Source: an optimization exercise on an open RTL-to-GDS flow (aim: small area, a short achievable clock period and few clock cycles). Production flows keep margins and buffers that such runs may drop.
In this exercise RTL edits were held to simulation tests only and were not proved equivalent to the original.

==> flow/design.v <==
module hilo_muldiv (
  input  logic        clk,
  input  logic        rst_n,
  input  logic [3:0]  mul_func,
  input  logic [31:0] in_a,
  input  logic [31:0] in_b,
  output logic [31:0] hi,
  output logic [31:0] lo,
  output logic        busy
);
  localparam logic [2:0] S_IDLE = 3'd0;
  localparam logic [2:0] S_MUL  = 3'd1;
  localparam logic [2:0] S_DABS = 3'd2;    
  localparam logic [2:0] S_DALN = 3'd3;    
  localparam logic [2:0] S_DIV  = 3'd4;    
  localparam logic [2:0] S_DFXQ = 3'd5;    
  localparam logic [2:0] S_DFXR = 3'd6;    
  logic [2:0]  state;
  logic [4:0]  cnt;
  logic [32:0] opa;       
  logic [32:0] opb;       
  logic        msub;      
  logic        mub;       
  logic [2:0]  pend;      
  logic        dsgn;
  logic        neg_q;
  logic        neg_r;
  logic dec_mul, dec_div, dec_sgn, dec_acc, dec_sub;
  always_comb begin
    dec_mul = 1'b0; dec_div = 1'b0; dec_sgn = 1'b0; dec_acc = 1'b0; dec_sub = 1'b0;
    case (mul_func)
      4'd1:  begin dec_mul = 1'b1; dec_sgn = 1'b1; end
      4'd2:  begin dec_mul = 1'b1; end
      4'd3:  begin dec_div = 1'b1; dec_sgn = 1'b1; end
      4'd4:  begin dec_div = 1'b1; end
      4'd7:  begin dec_mul = 1'b1; dec_sgn = 1'b1; dec_acc = 1'b1; end
      4'd8:  begin dec_mul = 1'b1; dec_acc = 1'b1; end
      4'd9:  begin dec_mul = 1'b1; dec_sgn = 1'b1; dec_acc = 1'b1; dec_sub = 1'b1; end
      4'd10: begin dec_mul = 1'b1; dec_acc = 1'b1; dec_sub = 1'b1; end
      default: ;
    endcase
  end
  localparam logic [42:0] KMUL = 43'd0 - (43'd1 << 33) - (43'd1 << 35) - (43'd1 << 37)
                                 - (43'd1 << 39) - (43'd1 << 40) - (43'd1 << 34);
  logic [42:0] r0, r1, r2, r3, r4, r5, r6;
  logic [39:0] win;
  logic        last_mul;
  logic [42:0] msum;
  always_comb begin
    logic b2, b1, b0, ng, one, two;
    logic [33:0] mag, pp;
    logic [32:0] xr;
    logic [8:0]  negs;
    logic [42:0] rr [0:3];
    win[39:32] = (state == S_MUL) ? lo[7:0] : 8'd0;
    win[31:0]  = (state == S_MUL || state == S_DIV) ? hi : 32'd0;
    last_mul = (cnt[1:0] == 2'd0);
    negs     = 9'd0;
    for (int i = 0; i < 4; i++) begin
      b2  = opb[2*i+2];
      b1  = opb[2*i+1];
      b0  = opb[2*i];
      ng  = b2 ^ msub;
      one = b1 ^ b0;
      two = (b2 & ~b1 & ~b0) | (~b2 & b1 & b0);
      mag = one ? {opa[32], opa} : (two ? {opa, 1'b0} : 34'd0);
      pp  = mag ^ {34{ng}};
      rr[i] = 43'({~pp[33], pp[32:0]}) << (2 * i);
      negs[2 * i] = ng;
    end
    xr      = (last_mul & mub) ? (opa ^ {33{msub}}) : 33'd0;
    negs[8] = last_mul & mub & msub;
    r0 = {3'd0, win};
    r1 = rr[0];
    r2 = rr[1];
    r3 = rr[2];
    r4 = rr[3];
    r5 = 43'({~xr[32], xr[31:0]}) << 8;
    r6 = (43'({~pend[2], pend[1:0]}) << 32) | 43'(negs);
  end
  logic [42:0] s1, c1, s2, c2, s3, c3, s4, c4, s5, c5, s6, c6;
  always_comb begin
    s1 = r0 ^ r1 ^ r2;
    c1 = ((r0 & r1) | (r0 & r2) | (r1 & r2)) << 1;
    s2 = r3 ^ r4 ^ r5;
    c2 = ((r3 & r4) | (r3 & r5) | (r4 & r5)) << 1;
    s3 = s1 ^ c1 ^ s2;
    c3 = ((s1 & c1) | (s1 & s2) | (c1 & s2)) << 1;
    s4 = c2 ^ r6 ^ KMUL;
    c4 = ((c2 & r6) | (c2 & KMUL) | (r6 & KMUL)) << 1;
    s5 = s3 ^ c3 ^ s4;
    c5 = ((s3 & c3) | (s3 & s4) | (c3 & s4)) << 1;
    s6 = s5 ^ c5 ^ c4;
    c6 = ((s5 & c5) | (s5 & c4) | (c5 & c4)) << 1;
    msum = s6 + c6;
  end
  function automatic logic [5:0] clz32(input logic [31:0] x);
    logic [15:0] y16;
    logic [7:0]  y8;
    logic [3:0]  y4;
    logic [1:0]  y2;
    logic v16, v8, v4, v2, v1;
    v16 = |x[31:16];  y16 = v16 ? x[31:16] : x[15:0];
    v8  = |y16[15:8]; y8  = v8 ? y16[15:8] : y16[7:0];
    v4  = |y8[7:4];   y4  = v4 ? y8[7:4] : y8[3:0];
    v2  = |y4[3:2];   y2  = v2 ? y4[3:2] : y4[1:0];
    v1  = y2[1];
    clz32 = (x == 32'd0) ? 6'd32 : {1'b0, ~v16, ~v8, ~v4, ~v2, ~v1};
  endfunction
  logic        sa, sb;
  logic        ngl;
  logic [31:0] negl;            
  logic [6:0]  dsh;             
  logic [31:0] dali;            
  always_comb begin
    sa    = dsgn & lo[31];
    sb    = dsgn & opa[31];
    ngl   = (state == S_DABS) ? sa : neg_q;
    negl  = (lo ^ {32{ngl}}) + {31'd0, ngl};
    dsh   = 7'(clz32(opa[31:0])) - 7'(clz32(hi));
    dali  = opa[31:0] << dsh[4:0];
  end
  always_ff @(posedge clk or negedge rst_n) begin
    if (!rst_n) begin
      state <= S_IDLE;
      hi    <= 32'd0;
      lo    <= 32'd0;
      busy  <= 1'b0;
    end else begin
      case (state)
        S_IDLE: begin
          if (mul_func == 4'd5) hi <= in_a;
          if (mul_func == 4'd6) lo <= in_a;
          if (dec_mul) begin
            hi    <= dec_acc ? lo : 32'd0;
            lo    <= dec_acc ? hi : 32'd0;
            state <= S_MUL;
            busy  <= 1'b1;
          end
          if (dec_div) begin
            lo    <= in_a;
            state <= S_DABS;
            busy  <= 1'b1;
          end
        end
        S_MUL: begin
          hi <= {msum[39:32], msum[31:8]};
          lo <= {msum[7:0], lo[31:8]};
          if (cnt[1:0] == 2'd0) begin
            state <= S_IDLE;
            busy  <= 1'b0;
          end
        end
        S_DABS: begin
          if (opa[31:0] == 32'd0) begin
            hi    <= lo;
            lo    <= 32'hFFFF_FFFF;
            state <= S_IDLE;
            busy  <= 1'b0;
          end else begin
            hi    <= negl;
            state <= S_DALN;
          end
        end
        S_DALN: begin
          hi <= dsh[6] ? lo : hi;
          lo <= 32'd0;
          if (dsh[6]) begin
            state <= S_IDLE;
            busy  <= 1'b0;
          end else begin
            state <= S_DIV;
          end
        end
        S_DIV: begin
          if (!msum[42]) hi <= msum[31:0];
          lo <= {lo[30:0], ~msum[42]};
          if (cnt == 5'd0) begin
            if (neg_q | neg_r) begin
              state <= S_DFXQ;
            end else begin
              state <= S_IDLE;
              busy  <= 1'b0;
            end
          end
        end
        S_DFXQ: begin
          lo <= negl;
          if (neg_r) begin
            state <= S_DFXR;
          end else begin
            state <= S_IDLE;
            busy  <= 1'b0;
          end
        end
        S_DFXR: begin
          hi    <= msum[31:0];
          state <= S_IDLE;
          busy  <= 1'b0;
        end
        default: begin
          state <= S_IDLE;
          busy  <= 1'b0;
        end
      endcase
    end
  end
  always_ff @(posedge clk) begin
    case (state)
      S_IDLE: begin
        pend <= 3'd0;
        mub  <= ~dec_sgn & in_b[31] & dec_mul;
        dsgn <= dec_sgn;
        if (dec_mul) begin
          opa  <= {dec_sgn & in_a[31], in_a};
          opb  <= {in_b, 1'b0};
          msub <= dec_sub;
          cnt  <= 5'd3;
        end else begin
          opa  <= {dec_sgn & in_b[31], in_b};
          opb  <= 33'd1;
          msub <= dec_sgn & in_b[31];
        end
      end
      S_MUL: begin
        opb  <= {8'd0, opb[32:8]};
        pend <= msum[42:40];
        cnt  <= cnt - 5'd1;
      end
      S_DABS: begin
        opa   <= msum[32:0];
        msub  <= 1'b1;
        neg_q <= sa ^ sb;
        neg_r <= sa;
      end
      S_DALN: begin
        opa <= {1'b0, dali};
        cnt <= dsh[4:0];
      end
      S_DIV: begin
        opa <= {1'b0, opa[32:1]};
        cnt <= cnt - 5'd1;
      end
      S_DFXQ: begin
        opa <= {1'b0, hi};
      end
      default: ;
    endcase
  end
endmodule
==> flow/flow/run.sh <==
#!/bin/bash
sed -i '/SETUP_SLACK_MARGIN/d' config.mk
echo "export SETUP_SLACK_MARGIN = 7.5" >> config.mk
bash standard.sh > standard.log 2>&1
==> flow/standard.sh <==
#!/bin/bash
# synth_recipe.tcl (not shown) runs the flow's synth.tcl, then flattens the netlist and writes it again
# the make line also repeats each setting of config.mk as NAME=value (left out here)
make -C /OpenROAD-flow-scripts/flow DESIGN_CONFIG=/design/flow/config.mk WORK_HOME=/design/flow/orfs CLKGATE_MAP_FILE= SYNTH_SCRIPT=/design/flow/synth_recipe.tcl "${@:-finish}"
==> flow/config.mk <==
export PLATFORM = sky130hd
export DESIGN_NAME = hilo_muldiv
export DESIGN_NICKNAME = hilo_muldiv
export VERILOG_FILES = /design/flow/design.v
export SDC_FILE = /design/flow/constraint.sdc
export NUM_CORES = 4
export LEC_CHECK = 0
export CAP_MARGIN = 20
export CORE_MARGIN = 2
export CORE_UTILIZATION = 40
export SLEW_MARGIN = 20
export SETUP_SLACK_MARGIN = 7.5
==> flow/constraint.sdc <==
create_clock -name core_clock -period 12.0 [get_ports {clk}]
set_input_delay 2.4000 -clock core_clock [delete_from_list [all_inputs] [get_ports {clk}]]
set_output_delay 2.4000 -clock core_clock [all_outputs]
set_load 0.01 [all_outputs]
==> metrics.md, run 1 <==
| Metric | Value |
|---|---|
| Status | finished clean |
| Area grow syn2layout | 32.2% |
| Setup TNS | 0 ns |
| Initial Util | around two fifths |
| Setup Viol. Count Final | 0 |
| Die Span Y | 242 um |
| Vias in the first global route | roughly 24000 |
| DR iter-0 viols | about 3200 |
| Top FF cell, synth | edfxtp_1 |
| Mean area per synthesized cell | 8.15 um2 |
| Skew final | 0.00939 ns |
| Die area | 58600 um2 |
| RSZ-0062 raised after global routing | true |
| M3 GR Usage | between 10% and 20% |
| Rel. slew slack | a little over a quarter |
| First-pass GRT wire length | approximately 170000 um |
| Placed cells | ~3500 |
| Share of the synthesized area in the top cell type | approximately an eighth |
| FMAX | ~150 MHz |
| Post-route insts no fill | around 3700 |
| CTS root buf | clkbuf_16 |
| Layout cells sized above 1 | between 20% and 30% |
| Max FO, Critical Path | 33 |
| Count of cell types in the netlist | 85 |
| GR peak layer | met2 |
| Longest Clk Path Bufs | 2 |
| Asr flop ratio synth | between 40% and 50% |
| Hold_ws | 0.519 ns |
| Worst setup EP type | flip-flop |
| I/O pins | between 100 and 150 |
| DR vias/cell | between 6 and 7 |
| DR pass1 iterations | 6 |
| Final Max Slew Viols | 0 |
| Max H-tree Level | 4 |
| Cell Chain, Critical Path | buf_12 > xor2_2 > buf_12 > a22oi_2 > xnor2_2 > fa_1 > fa_1 > fa_1 > fa_1 > inv_2 > ha_4 > buf_6 > buf_6 > nand4_1 > o221ai_2 > a21oi_4 > or4_4 > a2111oi_4 > o41ai_2 > xnor2_1 > nand2_1 > a21oi_2 > mux2_1 |
| CTS clk-pin slew, worst paths | about 0.070 ns |
| Tcrit/Tclk final | between 50% and 60% |
| Yosys warning total | 2 |
| Row cnt | a little under 90 |
| Syn Inst Count | 2781 |
| Initial antenna violation count | 7 |
| GR Layer Usage met1 | 47.9% |
| Pin count of the biggest net entering global routing | a little under 70 |
| Tot GR Track Use | 38.7% |
| DR vias | 25100 |
| DRC | 0 |
| Worst Path Required | 12.40 ns |
| Worst-Skew Late Latency | 0.46 ns |
| Avg WL per Cell | roughly 31 um |
| Post-synthesis register bit count | 147 |
| Final net count | about 3300 |
| Synth top area cells | fa_1 12%, edfxtp_1 10%, dfrtp_1 7.5% |
| Final core occ | a little over half |
| Final wirelength | 117000 um |
| Crit Path Category | flip-flop to flip-flop |
| Sequential area share after synthesis | ~18% |
| Dpl hpwl | approximately 79000 um |
| Hold Vio Cnt, Final | 0 |
| Final min period | 6.52 ns |
| Antenna Nets Post-Route | 0 |
| Filler Cell Count | a little over 5000 |
| CP max-delay cell | fa_1 |
| Port bufs | between 100 and 150 |
| Net count after synthesis | slightly above 3000 |
| Global routing usage on met2 | a little under 60% |
| Critical path's most frequent cell | fa_1 |
| Max incr delay on CP | 0.59 ns |
| Die Span X | around 240 um |
| Largest area contributor in the netlist | fa_1 |
| Number of synthesized flops with an enable pin | 79 |
| TritonCTS clock tree | done |
| Hold Crit Class | flip-flop to flip-flop |
| Reg-to-reg slack, setup | between 5 and 6 ns |
| Slew @ Worst Pin | roughly 1.1 ns |
| Num CTS Buffers | 17 |
| Max Cap Viol | 0 |
| Core Box Area | about 56000 um2 |
| Critical path arrival | a little under 7 ns |
| Synthesized area | approximately 23000 um2 |
| Grt total ovfl | 0 |
| RePlAce Congestion | 1.05 |
| Critical path launch point type | flip-flop |
| Clock sink count | ~150 |
## kinds of logic after synthesis
family | after synthesis | share of synthesized area [%]
AOI/OAI and AO/OA | 830 | 25.1
xor gates and xnor gates | 249 | 9.62
adders and majority gates | 249 | 18.3
buffers and inverters | 471 | 8.03
DFF | 147 | 18.0
muxes | 111 | 6.47
and+or+nand+nor | 724 | 14.4
## metal layers
layer	up-vias	part of all wire [%]
met1	12200	36
met5	-	0.022
met4	4	8.4
met2	1954	43
met3	502	13
li1	10400	-
## Yosys cell counts, drive strengths merged (12+ instances only)
cell type	instances
nand4	19
xor2	87
a221oi	96
nand2	313
o211ai	12
nor4	15
clkbuf	212
buf	40
mux2i	55
a211oi	22
a21o	16
a31oi	35
and3	34
a21oi	174
a221o	36
o22ai	22
mux4	15
fa	139
mux2	41
o21a	12
ha	109
xnor2	162
nor3	43
o31ai	23
nor2	183
dfrtp	68
edfxtp	79
and2	27
inv	217
a22oi	141
nand3	34
o21ai	156
## final cells by class
type | instances | area [um2] | area share, %
multi-input cells | 2168 | 19100 | 63.9
repair buffers | 400 | 4320 | 14.4
flip-flops and latches | 147 | 4100 | 13.7
well taps | 756 | 946 | 3.16
inverters | 219 | 873 | 2.91
clock buffers | 18 | 429 | 1.43
clock inverters | 14 | 144 | 0.480
diodes | 4 | 10.0 | 0.0334
repair inverters | 1 | 8.76 | 0.0292
## metrics by stage
stage          cell area, um2  setup WS, ns
2_1_floorplan           23200          6.06
3_3_place_gp            24900          4.37
3_5_place_dp            24900          4.59
4_1_cts                 28700          5.64
5_1_grt                 30000          5.44
6_report                30000          5.48
## cells in the final DEF (no fill, tap or decap), types with 20 or more instances in the layout
cell type	n
a21oi_1	127
a21oi_2	33
a221o_1	36
a221oi_1	85
a22oi_1	130
a31oi_1	30
and2_1	23
and3_1	32
buf_12	34
buf_4	155
buf_6	56
clkdlybuf4s50_1	129
dfrtp_1	51
edfxtp_1	79
fa_1	138
ha_1	74
ha_4	25
inv_1	203
mux2_4	32
mux2i_1	47
nand2_1	300
nand3_1	31
nor2_1	155
nor3_1	31
o21ai_0	112
o22ai_1	21
o31ai_1	20
xnor2_1	131
xnor2_2	21
xor2_1	71
## worst paths after layout
check                                      to  cells after the start             startpoint
setup / recovery           hi[31]$_DFFE_PN0P_                     23       opb[6]$_DFFE_PP_
hold / removal              opb[20]$_DFFE_PP_                      2  opb[28]$_SDFFCE_PP0P_
setup reg to reg           hi[31]$_DFFE_PN0P_                     23       opb[6]$_DFFE_PP_
hold reg to reg             opb[20]$_DFFE_PP_                      2  opb[28]$_SDFFCE_PP0P_
max in group asynchronous  hi[18]$_DFFE_PN0P_                      1                  rst_n
min in group asynchronous  lo[12]$_DFFE_PN0P_                      1                  rst_n
## what timing repair did
item / in CTS / in global routing
pin swaps: 93 / 97
setup buffers: 137 / 51
endpoints found under the hold margin: 0 / 0
hold buffers: 0 / 0
setup endpoints to repair: 115 / 105
cloned: 19 / 3
resized for setup: 340 / 176
## registers in the layout, indices dropped and copies added, names as in the netlist
register,flops
busy,1
cnt,5
dsgn,1
hi,32
lo,32
msub,1
mub,1
neg_q,1
neg_r,1
opa,33
opb,33
pend,3
state,3
## worst max-delay path, delay by kind of cell, from the launching register on
family | cells | cell delay [ns]
compound gates | 6 | 1.27
flops | 1 | 0.42
fa+ha+maj | 5 | 2.34
buf+inv | 5 | 0.63
xor+xnor | 3 | 0.81
simple gates | 3 | 0.79
mux | 1 | 0.15
Testbench counts, summed over its fixed seeds: cycles 44,690.
==> inputs of run 2 (changes only) <==
==> flow/run.sh (new file) <==
#!/bin/bash
# synth_recipe.tcl (not shown) runs the flow's synth.tcl, then flattens the netlist and writes it again
# the make line also repeats each setting of config.mk as NAME=value (left out here)
make -C /OpenROAD-flow-scripts/flow DESIGN_CONFIG=/design/flow/config.mk WORK_HOME=/design/flow/orfs CLKGATE_MAP_FILE= SYNTH_SCRIPT=/design/flow/synth_recipe.tcl finish
--- a/flow/config.mk
+++ b/flow/config.mk
@@ -6,7 +6,8 @@
 export NUM_CORES = 4
 export LEC_CHECK = 0
+export ABC_CLOCK_PERIOD_IN_PS = 4000
 export CAP_MARGIN = 20
 export CORE_MARGIN = 2
 export CORE_UTILIZATION = 40
+export SETUP_SLACK_MARGIN = 5
 export SLEW_MARGIN = 20
-export SETUP_SLACK_MARGIN = 7.5
removed: flow/flow/run.sh
removed: flow/standard.sh
==> run 2 against run 1 <==
Net effect: via count shrank 5.7%; highest routed layer unchanged; fmax shrank 6.1%; core utilization shrank 7.5 points; still clean; cell area shrank 14%; count of clock-buffer cells in the layout is the same; wire length shrank 7.8%.
==> metrics.md, run 2 <==
| Metric | Value |
|---|---|
| Share of the synthesized area in the top cell type | 12.3% (unchanged) |
| Asr flop ratio synth | 46.3% (unchanged) |
| Port bufs | 134 (unchanged) |
| Sequential area share after synthesis | 18.0% (unchanged) |
| Initial antenna violation count | 3 (was 7) |
| Mean area per synthesized cell | 8.15 um2 (unchanged) |
| Tot GR Track Use | 36.0% (was 38.7%) |
| Critical path arrival | 7.33 ns (was 6.92 ns) |
| Longest Clk Path Bufs | 2 (unchanged) |
| Die area | 58600 um2 (unchanged) |
| FMAX | 144 MHz (was 153 MHz) |
| Filler Cell Count | 5631 (was 5170) |
| Setup TNS | 0 ns (unchanged) |
| Core Box Area | 56200 um2 (unchanged) |
| Setup crit start | state[2]$_DFFE_PN0P_ (was opb[6]$_DFFE_PP_) |
| GR Layer Usage met1 | 47.2% (was 47.9%) |
| Worst-Skew Late Latency | 0.46 ns (about the same) |
| Global routing usage on met2 | 53.8% (was 57.9%) |
| Die Span Y | 242 um (unchanged) |
| DR pass1 iterations | 9 (was 6) |
| Rel. slew slack | 20.4% (was 27.1%) |
| Final Max Slew Viols | 0 (unchanged) |
| RePlAce Congestion | 1.06 (was 1.05) |
| Row cnt | 87 (unchanged) |
| Vias in the first global route | 22900 (was 24200) |
| Num CTS Buffers | 17 (unchanged) |
| TritonCTS clock tree | done (unchanged) |
| Tcrit/Tclk final | 57.9% (was 54.3%) |
| GR peak layer | met2 (unchanged) |
| Critical path launch point type | flip-flop (unchanged) |
| M3 GR Usage | 9.33% (was 12.3%) |
| Final net count | 3106 (was 3272) |
| Largest area contributor in the netlist | fa_1 (unchanged) |
| Crit Path Category | flip-flop to flip-flop (unchanged) |
| Layout cells sized above 1 | 9.36% (was 23.9%) |
| Pin count of the biggest net entering global routing | 97 (was 69) |
| End of the worst register-to-register path | hi[12]$_DFFE_PN0P_ (was hi[31]$_DFFE_PN0P_) |
| Hold Vio Cnt, Final | 0 (unchanged) |
| Worst setup margin | 5.06 ns (was 5.48 ns) |
| Most frequent cells in the layout | 311 x nand2_1, 213 x inv_1, 176 x nor2_1, 171 x a21oi_1, 154 x xnor2_1 (was 300 x nand2_1, 203 x inv_1, 155 x nor2_1, 155 x buf_4, 138 x fa_1) |
| Skew final | 0.0150 ns (was 0.00939 ns) |
| Post-synthesis register bit count | 147 (unchanged) |
| Die Span X | 242 um (unchanged) |
| Hold Crit Class | flip-flop to flip-flop (unchanged) |
| Cells on worst reg2reg path | 23 (unchanged) |
| Max FO, Critical Path | 33 (unchanged) |
| Most common cell in the netlist | nand2_1 (unchanged) |
| Top FF cell, synth | edfxtp_1 (unchanged) |
| Hold_ws | 0.513 ns (was 0.519 ns) |
| Final wirelength | 108000 um (was 117000 um) |
| Worst setup EP type | flip-flop (unchanged) |
| Syn Inst Count | 2781 (unchanged) |
| Area grow syn2layout | 13.6% (was 32.2%) |
| First-pass GRT wire length | 157000 um (was 168000 um) |
| Final min period | 6.94 ns (was 6.52 ns) |
| DR vias | 23600 (was 25100) |
| Design Area, Final | 25800 um2 (was 30000 um2) |
| Setup Viol. Count Final | 0 (unchanged) |
| Slew @ Worst Pin | 1.19 ns (was 1.09 ns) |
| DRC | 0 (unchanged) |
| RSZ-0062 raised after global routing | false (was true) |
| Net count after synthesis | 3099 (unchanged) |
| Post-synth top cells | 312 x nand2_1, 213 x inv_1, 212 x clkbuf_1 (unchanged) |
| Number of synthesized flops with an enable pin | 79 (unchanged) |
| Status | finished clean (unchanged) |
| Initial Util | 40.4% (unchanged) |
| Worst Path Required | 12.39 ns (was 12.40 ns) |
| Max Cap Viol | 0 (unchanged) |
| Yosys warning total | 2 (unchanged) |
| Dpl hpwl | 79400 um (was 78700 um) |
| Avg WL per Cell | 30.3 um (was 31.4 um) |
| DR iter-0 viols | 3110 (was 3172) |
| DR vias/cell | 6.64 (was 6.73) |
| Grt total ovfl | 0 (unchanged) |
| Hold_sp | busy$_DFFE_PN0P_ (was opb[28]$_SDFFCE_PP0P_) |
| Post-DP Area | 24700 um2 (was 24900 um2) |
| Pre-CTS setup slack | 4.28 ns (was 4.59 ns) |
| RR Startpoint | state[2]$_DFFE_PN0P_ (was opb[6]$_DFFE_PP_) |
| Hold buffers post-CTS | 0 (unchanged) |
| Clock sink count | 147 (unchanged) |
| Count of cell types in the netlist | 85 (unchanged) |
| Max H-tree Level | 4 (unchanged) |
| Largest regs | opa (33), opb (33) (unchanged) |
| Critical Path End | hi[12]$_DFFE_PN0P_ (was hi[31]$_DFFE_PN0P_) |
| I/O pins | 135 (unchanged) |
| Reg-to-reg slack, setup | 5.06 ns (was 5.48 ns) |
| Antenna Nets Post-Route | 0 (unchanged) |
| CTS root buf | clkbuf_16 (unchanged) |
| CTS clk-pin slew, worst paths | 0.07 ns (about the same) |
| Commonest non-fill, non-tap cell in the layout | nand2_1 (unchanged) |
| Synth top area cells | fa_1 12%, edfxtp_1 10%, dfrtp_1 7.5% (unchanged) |
| Synthesized area | 22700 um2 (unchanged) |
==> run 2: cell types whose count changed in the layout (fill, tap and decap cells not counted), sizes merged <==
| cell | change |
|---|---|
| clkinv | +2 |
| bufinv | -1 |
| clkdlybuf4s50 | +4 |
| diode | -3 |
| bufbuf | -9 |
| buf | -152 |
| nor2 | -2 |
| clkbuf | -4 |
| nand2 | -2 |
| inv | -3 |
==> run 2: timing repair <==
| item | CTS | global route |
|---|---|---|
| pin swaps | 3 | 3 |
| gates resized for setup | 27 | 36 |
| cloned | 2 | 0 |
| buffers inserted | 15 | 18 |
| endpoints found under the setup margin | 44 | 44 |
==> run 2: cell type report <==
class | count | area, um2 | area share (%)
diodes | 1 | 2.50 | 0.00972
clock buffers | 18 | 429 | 1.67
clock inverters | 13 | 85.1 | 0.330
inverters | 219 | 830 | 3.22
multi-input cells | 2164 | 17100 | 66.3
flip-flops and latches | 147 | 4070 | 15.8
well taps | 756 | 946 | 3.67
repair buffers | 239 | 2310 | 8.99
==> run 2: how the worst min path moves through the flow <==
stage	end	slack, ns	cells after the start
6_report	busy$_DFFE_PN0P_	0.51	1
5_1_grt	opb[17]$_DFFE_PP_	0.55	2
4_1_cts	busy$_DFFE_PN0P_	0.52	1
3_5_place_dp	busy$_DFFE_PN0P_	0.50	1
3_3_place_gp	busy$_DFFE_PN0P_	0.49	1
2_1_floorplan	opb[10]$_DFFE_PP_	0.50	2
==> run 2: through the flow <==
stage               utilization, %  instances
finish                        45.9       3557
global route                  45.8       3556
CTS                           45.4       3538
detailed placement            44.0       3490
global placement              43.9       3489
floorplan                        -       2781
==> run 2: critical path, stage by stage (launching register included) <==
cell	delay [ns]
dfrtp_1	0.38
buf_8	0.23
nor2_4	0.08
nand2_1	0.08
buf_6	0.25
nand2_1	0.15
buf_12	0.19
and2_1	0.20
fa_1	0.48
inv_1	0.05
fa_1	0.51
fa_1	0.44
fa_1	0.49
inv_1	0.05
ha_2	0.37
o21ai_0	0.13
a211oi_2	0.26
nand2_1	0.11
o211a_1	0.26
o21ai_0	0.59
xor2_1	0.91
a221oi_1	0.26
nor2_1	0.18
mux2_4	0.15
==> run 2: cell families after synthesis <==
group | synth area share [%]
xor gates and xnor gates | 9.62
and+or+nand+nor | 14.4
buffers and inverters | 8.03
adders and majority gates | 18.3
AOI/OAI and AO/OA | 25.1
DFF | 18.0
muxes | 6.47
==> run 2: routing by layer <==
metal  vias to the layer above  routed length, um  part of all wire (%)
li1                      10000                  -                     -
met1                     11800              42100                    39
met2                      1519              46600                    43
met3                       328              12300                    11
met4                         4               6920                   6.4
met5                         -                 65                 0.060
==> inputs of run 3 (changes only) <==
--- a/flow/design.v
+++ b/flow/design.v
@@ -14,6 +14,5 @@
   localparam logic [2:0] S_DALN = 3'd3;    
   localparam logic [2:0] S_DIV  = 3'd4;    
-  localparam logic [2:0] S_DFXQ = 3'd5;    
-  localparam logic [2:0] S_DFXR = 3'd6;    
+  localparam logic [2:0] S_DFIX = 3'd5;    
   logic [2:0]  state;
   logic [4:0]  cnt;
@@ -26,4 +25,7 @@
   logic        neg_q;
   logic        neg_r;
+  logic        wen_h;     
+  logic        wen_l;     
+  logic        xen;       
   logic dec_mul, dec_div, dec_sgn, dec_acc, dec_sub;
   always_comb begin
@@ -45,5 +47,4 @@
   logic [42:0] r0, r1, r2, r3, r4, r5, r6;
   logic [39:0] win;
-  logic        last_mul;
   logic [42:0] msum;
   always_comb begin
@@ -53,7 +54,6 @@
     logic [8:0]  negs;
     logic [42:0] rr [0:3];
-    win[39:32] = (state == S_MUL) ? lo[7:0] : 8'd0;
-    win[31:0]  = (state == S_MUL || state == S_DIV) ? hi : 32'd0;
-    last_mul = (cnt[1:0] == 2'd0);
+    win[39:32] = wen_l ? lo[7:0] : 8'd0;
+    win[31:0]  = wen_h ? hi : 32'd0;
     negs     = 9'd0;
     for (int i = 0; i < 4; i++) begin
@@ -69,6 +69,6 @@
       negs[2 * i] = ng;
     end
-    xr      = (last_mul & mub) ? (opa ^ {33{msub}}) : 33'd0;
-    negs[8] = last_mul & mub & msub;
+    xr      = xen ? (opa ^ {33{msub}}) : 33'd0;
+    negs[8] = xen & msub;
     r0 = {3'd0, win};
     r1 = rr[0];
@@ -121,4 +121,25 @@
     dali  = opa[31:0] << dsh[4:0];
   end
+  logic [2:0] state_n;
+  logic       mul_last;
+  logic       div_last;
+  logic       qbit;
+  always_comb begin
+    mul_last = (cnt[1:0] == 2'd0);
+    div_last = (cnt == 5'd0);
+    qbit     = ~msum[42];
+    state_n  = state;
+    case (state)
+      S_IDLE: begin
+        if (dec_mul) state_n = S_MUL;
+        if (dec_div) state_n = S_DABS;
+      end
+      S_MUL:  if (mul_last) state_n = S_IDLE;
+      S_DABS: state_n = (opa[31:0] == 32'd0) ? S_IDLE : S_DALN;
+      S_DALN: state_n = dsh[6] ? S_IDLE : S_DIV;
+      S_DIV:  if (div_last) state_n = (neg_q | neg_r) ? S_DFIX : S_IDLE;
+      default: state_n = S_IDLE;
+    endcase
+  end
   always_ff @(posedge clk or negedge rst_n) begin
     if (!rst_n) begin
@@ -127,19 +148,18 @@
       lo    <= 32'd0;
       busy  <= 1'b0;
+      wen_h <= 1'b0;
+      wen_l <= 1'b0;
     end else begin
+      state <= state_n;
+      busy  <= (state_n != S_IDLE);
+      wen_h <= (state_n == S_MUL) || (state_n == S_DIV);
+      wen_l <= (state_n == S_MUL);
       case (state)
         S_IDLE: begin
           if (mul_func == 4'd5) hi <= in_a;
-          if (mul_func == 4'd6) lo <= in_a;
+          if (mul_func == 4'd6 || dec_div) lo <= in_a;
           if (dec_mul) begin
-            hi    <= dec_acc ? lo : 32'd0;
-            lo    <= dec_acc ? hi : 32'd0;
-            state <= S_MUL;
-            busy  <= 1'b1;
-          end
-          if (dec_div) begin
-            lo    <= in_a;
-            state <= S_DABS;
-            busy  <= 1'b1;
+            hi <= dec_acc ? lo : 32'd0;
+            lo <= dec_acc ? hi : 32'd0;
           end
         end
@@ -147,74 +167,41 @@
           hi <= {msum[39:32], msum[31:8]};
           lo <= {msum[7:0], lo[31:8]};
-          if (cnt[1:0] == 2'd0) begin
-            state <= S_IDLE;
-            busy  <= 1'b0;
-          end
         end
         S_DABS: begin
           if (opa[31:0] == 32'd0) begin
-            hi    <= lo;
-            lo    <= 32'hFFFF_FFFF;
-            state <= S_IDLE;
-            busy  <= 1'b0;
+            hi <= lo;
+            lo <= 32'hFFFF_FFFF;
           end else begin
-            hi    <= negl;
-            state <= S_DALN;
+            hi <= negl;
           end
         end
         S_DALN: begin
-          hi <= dsh[6] ? lo : hi;
+          if (dsh[6]) hi <= lo;
           lo <= 32'd0;
-          if (dsh[6]) begin
-            state <= S_IDLE;
-            busy  <= 1'b0;
-          end else begin
-            state <= S_DIV;
-          end
         end
         S_DIV: begin
-          if (!msum[42]) hi <= msum[31:0];
-          lo <= {lo[30:0], ~msum[42]};
-          if (cnt == 5'd0) begin
-            if (neg_q | neg_r) begin
-              state <= S_DFXQ;
-            end else begin
-              state <= S_IDLE;
-              busy  <= 1'b0;
-            end
-          end
-        end
-        S_DFXQ: begin
+          if (qbit) hi <= msum[31:0];
+          lo <= {lo[30:0], qbit};
+        end
+        S_DFIX: begin
+          if (neg_r) hi <= msum[31:0];
           lo <= negl;
-          if (neg_r) begin
-            state <= S_DFXR;
-          end else begin
-            state <= S_IDLE;
-            busy  <= 1'b0;
-          end
-        end
-        S_DFXR: begin
-          hi    <= msum[31:0];
-          state <= S_IDLE;
-          busy  <= 1'b0;
-        end
-        default: begin
-          state <= S_IDLE;
-          busy  <= 1'b0;
-        end
+        end
+        default: ;
       endcase
     end
   end
   always_ff @(posedge clk) begin
+    xen <= 1'b0;
     case (state)
       S_IDLE: begin
         pend <= 3'd0;
-        mub  <= ~dec_sgn & in_b[31] & dec_mul;
+        mub  <= ~dec_sgn & in_b[31];
         dsgn <= dec_sgn;
+        cnt  <= 5'd3;
         if (dec_mul) begin
           opa  <= {dec_sgn & in_a[31], in_a};
           opb  <= {in_b, 1'b0};
           msub <= dec_sub;
-          cnt  <= 5'd3;
         end else begin
           opa  <= {dec_sgn & in_b[31], in_b};
@@ -227,6 +214,8 @@
         pend <= msum[42:40];
         cnt  <= cnt - 5'd1;
+        xen  <= mub & (cnt[1:0] == 2'd1);
       end
       S_DABS: begin
+        opb   <= 33'd1;
         opa   <= msum[32:0];
         msub  <= 1'b1;
@@ -235,15 +224,16 @@
       end
       S_DALN: begin
+        opb <= 33'd1;
         opa <= {1'b0, dali};
         cnt <= dsh[4:0];
       end
       S_DIV: begin
-        opa <= {1'b0, opa[32:1]};
+        opb <= 33'd1;
+        if (!div_last)  opa <= {1'b0, opa[32:1]};
+        else if (qbit)  opa <= msum[32:0];
+        else            opa <= {1'b0, hi};
         cnt <= cnt - 5'd1;
       end
-      S_DFXQ: begin
-        opa <= {1'b0, hi};
-      end
-      default: ;
+      default: opb <= 33'd1;
     endcase
   end
--- a/flow/config.mk
+++ b/flow/config.mk
@@ -6,5 +6,4 @@
 export NUM_CORES = 4
 export LEC_CHECK = 0
-export ABC_CLOCK_PERIOD_IN_PS = 4000
 export CAP_MARGIN = 20
 export CORE_MARGIN = 2
==> run 3 against run 2 <==
Net effect: still clean; global-route usage is 0.69 points higher; first-iteration DRC count is 7.3% higher; wire length increased by 3.7%; core utilization fell by 0.35 points; critical path depth decreased by 3.
==> metrics.md, run 3 <==
| Metric | Value |
|---|---|
| Post-synth top cells | 297 x nand2_1, 243 x a21oi_1, 227 x inv_1 (was 312 x nand2_1, 213 x inv_1, 212 x clkbuf_1) |
| Count of cell types in the netlist | 91 (was 85) |
| Worst setup EP type | flip-flop (unchanged) |
| Post-route insts no fill | 3680 (was 3557) |
| CTS clk-pin slew, worst paths | 0.07 ns (about the same) |
| Sequential area share after synthesis | 16.4% (was 18.0%) |
| DR WL met2 | 47400 um (was 46600 um) |
| DR top layer | met5 (unchanged) |
| Max FO, Critical Path | 42 (was 33) |
| Layout cells sized above 1 | 7.08% (was 9.36%) |
| Top FF cell, synth | dfrtp_1 (was edfxtp_1) |
| Die Span Y | 245 um (was 242 um) |
| Die Span X | 245 um (was 242 um) |
| FMAX | 146 MHz (was 144 MHz) |
| I/O pins | 135 (unchanged) |
| DR vias | 24800 (was 23600) |
| Area grow syn2layout | 12.6% (was 13.6%) |
| Setup crit start | msub$_DFFE_PP_ (was state[2]$_DFFE_PN0P_) |
| Pre-CTS setup slack | 4.39 ns (was 4.28 ns) |
| Row cnt | 88 (was 87) |
| Critical Path End | opa[18]$_DFFE_PP_ (was hi[12]$_DFFE_PN0P_) |
| Critical path launch point type | flip-flop (unchanged) |
| Synth top area cells | fa_1 12%, dfrtp_1 7.5%, edfxtp_1 5.9% (was fa_1 12%, edfxtp_1 10%, dfrtp_1 7.5%) |
| Vias in the first global route | 23800 (was 22900) |
| Dpl hpwl | 82200 um (was 79400 um) |
| Max H-tree Level | 4 (unchanged) |
| Rel. slew slack | 19.3% (was 20.4%) |
| End of the worst register-to-register path | opa[18]$_DFFE_PP_ (was hi[12]$_DFFE_PN0P_) |
| Final net count | 3213 (was 3106) |
| DR vias/cell | 6.75 (was 6.64) |
| Share of the synthesized area in the top cell type | 12.0% (was 12.3%) |
| Skew final | 0.0150 ns (about the same) |
| DR iter-0 viols | 3336 (was 3110) |
| Core Box Area | 57600 um2 (was 56200 um2) |
| Worst Path Required | 12.33 ns (was 12.39 ns) |
| Crit Path Category | flip-flop to flip-flop (unchanged) |
| Filler Cell Count | 5718 (was 5631) |
| Tcrit/Tclk final | 56.9% (was 57.9%) |
| Num CTS Buffers | 17 (unchanged) |
| DR pass1 iterations | 7 (was 9) |
| Status | finished clean (unchanged) |
| Final Max Slew Viols | 0 (unchanged) |
| Setup Viol. Count Final | 0 (unchanged) |
| Synthesized area | 23300 um2 (was 22700 um2) |
| Hold Crit Class | flip-flop to flip-flop (unchanged) |
| Metal-1 WL | 42300 um (was 42100 um) |
| Final wirelength | 112000 um (was 108000 um) |
| Number of synthesized flops with an enable pin | 46 (was 79) |
| Slew @ Worst Pin | 1.21 ns (was 1.19 ns) |
| Avg WL per Cell | 30.4 um (was 30.3 um) |
| Antenna Nets Post-Route | 0 (unchanged) |
| Cells on worst reg2reg path | 20 (was 23) |
| Critical path arrival | 7.16 ns (was 7.33 ns) |
| Pin count of the biggest net entering global routing | 76 (was 97) |
| Largest area contributor in the netlist | fa_1 (unchanged) |
| Reg-to-reg slack, setup | 5.17 ns (was 5.06 ns) |
| CTS root buf | clkbuf_16 (unchanged) |
| Hold Vio Cnt, Final | 0 (unchanged) |
| Placed cells | 3636 (was 3490) |
| Largest regs | opa (33), opb (33) (unchanged) |
| Clock sink count | 150 (was 147) |
| Setup TNS | 0 ns (unchanged) |
| Worst-Skew Late Latency | 0.48 ns (was 0.46 ns) |
| Asr flop ratio synth | 46.7% (was 46.3%) |
| Commonest non-fill, non-tap cell in the layout | nand2_1 (unchanged) |
| Grt total ovfl | 0 (unchanged) |
| Longest Clk Path Bufs | 2 (unchanged) |
| Final min period | 6.83 ns (was 6.94 ns) |
| Post-synthesis register bit count | 150 (was 147) |
| Yosys warning total | 2 (unchanged) |
| Tot GR Track Use | 36.7% (was 36.0%) |
| Worst setup margin | 5.17 ns (was 5.06 ns) |
| TritonCTS clock tree | done (unchanged) |
| Initial antenna violation count | 6 (was 3) |
| Final core occ | 45.5% (was 45.9%) |
| Initial Util | 40.4% (about the same) |
| RePlAce Congestion | 1.00 (was 1.06) |
| RR Startpoint | msub$_DFFE_PP_ (was state[2]$_DFFE_PN0P_) |
| First-pass GRT wire length | 163000 um (was 157000 um) |
| DRC | 0 (unchanged) |
| Syn Inst Count | 2920 (was 2781) |
| Hold_sp | opb[32]$_DFF_P_ (was busy$_DFFE_PN0P_) |
| Port bufs | 134 (unchanged) |
| RSZ-0062 raised after global routing | false (unchanged) |
| Max Cap Viol | 0 (unchanged) |
| Die area | 60100 um2 (was 58600 um2) |
| Mean area per synthesized cell | 7.97 um2 (was 8.15 um2) |
| Net count after synthesis | 3236 (was 3099) |
| Hold_ws | 0.438 ns (was 0.513 ns) |
| Met3 routed WL | 13800 um (was 12300 um) |
| Most frequent cells in the layout | 297 x nand2_1, 240 x a21oi_1, 227 x inv_1, 154 x nor2_1, 143 x xnor2_1 (was 311 x nand2_1, 213 x inv_1, 176 x nor2_1, 171 x a21oi_1, 154 x xnor2_1) |
| Most common cell in the netlist | nand2_1 (unchanged) |
## run 3: stage by stage
step,area [um2]
2_1_floorplan,23300
3_3_place_gp,25400
3_5_place_dp,25400
4_1_cts,26100
5_1_grt,26200
6_report,26200
## run 3: layout make-up
cell class	count	area, um2	area share, %
Tap cell	765	957	3.65
Inverter	233	882	3.37
Clock buffer	18	450	1.72
Sequential cell	150	3820	14.6
Timing Repair Buffer	214	2010	7.67
Clock inverter	14	144	0.549
Multi-Input combinational cell	2281	17900	68.4
Antenna cell	5	12.5	0.0478
## run 3: worst max-delay path, stage by stage, from the launching register on
cell and delay (ns):
edfxtp_1 0.41, clkbuf_16 0.28, xnor2_1 0.24, buf_4 0.28, inv_6 0.16, xnor2_1 0.25, fa_1 0.46, fa_1 0.51
inv_1 0.06, fa_1 0.52, inv_1 0.05, ha_1 0.27, ha_1 0.37, o211ai_1 0.13, o211ai_1 0.47, nand3_2 0.26
and3_1 0.29, a32oi_1 0.30, o311ai_4 0.18, nor2_1 0.84, a221o_1 0.30
## run 3: routing by layer
metal,vias to the layer above,global-route usage [%]
met4,4,24.0
met1,12100,47.3
met2,1879,53.7
met3,433,9.88
met5,-,0
li1,10500,-
## run 3: worst min path at each step
stage / end / cells after the start
final: opb[24]$_DFF_P_ / 1
after global routing: opb[12]$_DFF_P_ / 1
after CTS: opb[24]$_DFF_P_ / 1
after detailed placement: opb[24]$_DFF_P_ / 1
after global placement: opb[22]$_DFF_P_ / 1
after floorplan: opb[10]$_DFF_P_ / 1
## run 3: kinds of logic (layout without fill, tap and decap cells)
group	after synthesis	count (layout)	share of synthesized area [%]
XOR/XNOR	248	249	9.34
multiplexers	141	141	6.93
AND/OR/NAND/NOR	734	734	14.9
adder cells (fa/ha/maj)	247	247	17.8
flip-flops	150	150	16.4
other	0	5	0
buffers and inverters	490	479	7.99
AO/OA/AOI/OAI	910	910	26.7
## run 3: repair_timing
item | in CTS | in global routing
pin swaps | 2 | 2
setup buffers | 4 | 2
gates cloned | 1 | 0
hold buffers | 0 | 0
gates resized for setup | 10 | 25
endpoints found under the setup margin | 68 | 66
Testbench counts of run 3, summed over its fixed seeds: cycles 44,373.

## static timing again, ports no longer ideal
The results above use ideal ports. As a check the final layouts listed here were re-extracted and re-timed, cells and wires unchanged. Step 1 sets driving cells, clkbuf_16 on the clock port and buf_2 on the other inputs (assumed; they add their load-dependent delay and slew). Step 2, shift: input delay + t, output delay - t, t = (earliest + latest rising clock arrival at the registers) / 2. This alone moves slack from input paths to output paths. a / b / c = ideal ports / drivers / drivers and shift; a / b = the first two.
run | t (ns) | slack for setup (ns) | worst register clock-pin slew, ns | pins driven straight from the clock port
run 1 | 0.512 | 5.480 / 5.480 / 5.480 | 0.07 / 0.07 | 1
run 2 | 0.506 | 5.056 / 5.056 / 5.056 | 0.07 / 0.07 | 1
run 3 | 0.529 | 5.170 / 5.170 / 5.170 | 0.08 / 0.08 | 1
After both steps setup and hold are still met in every run listed.
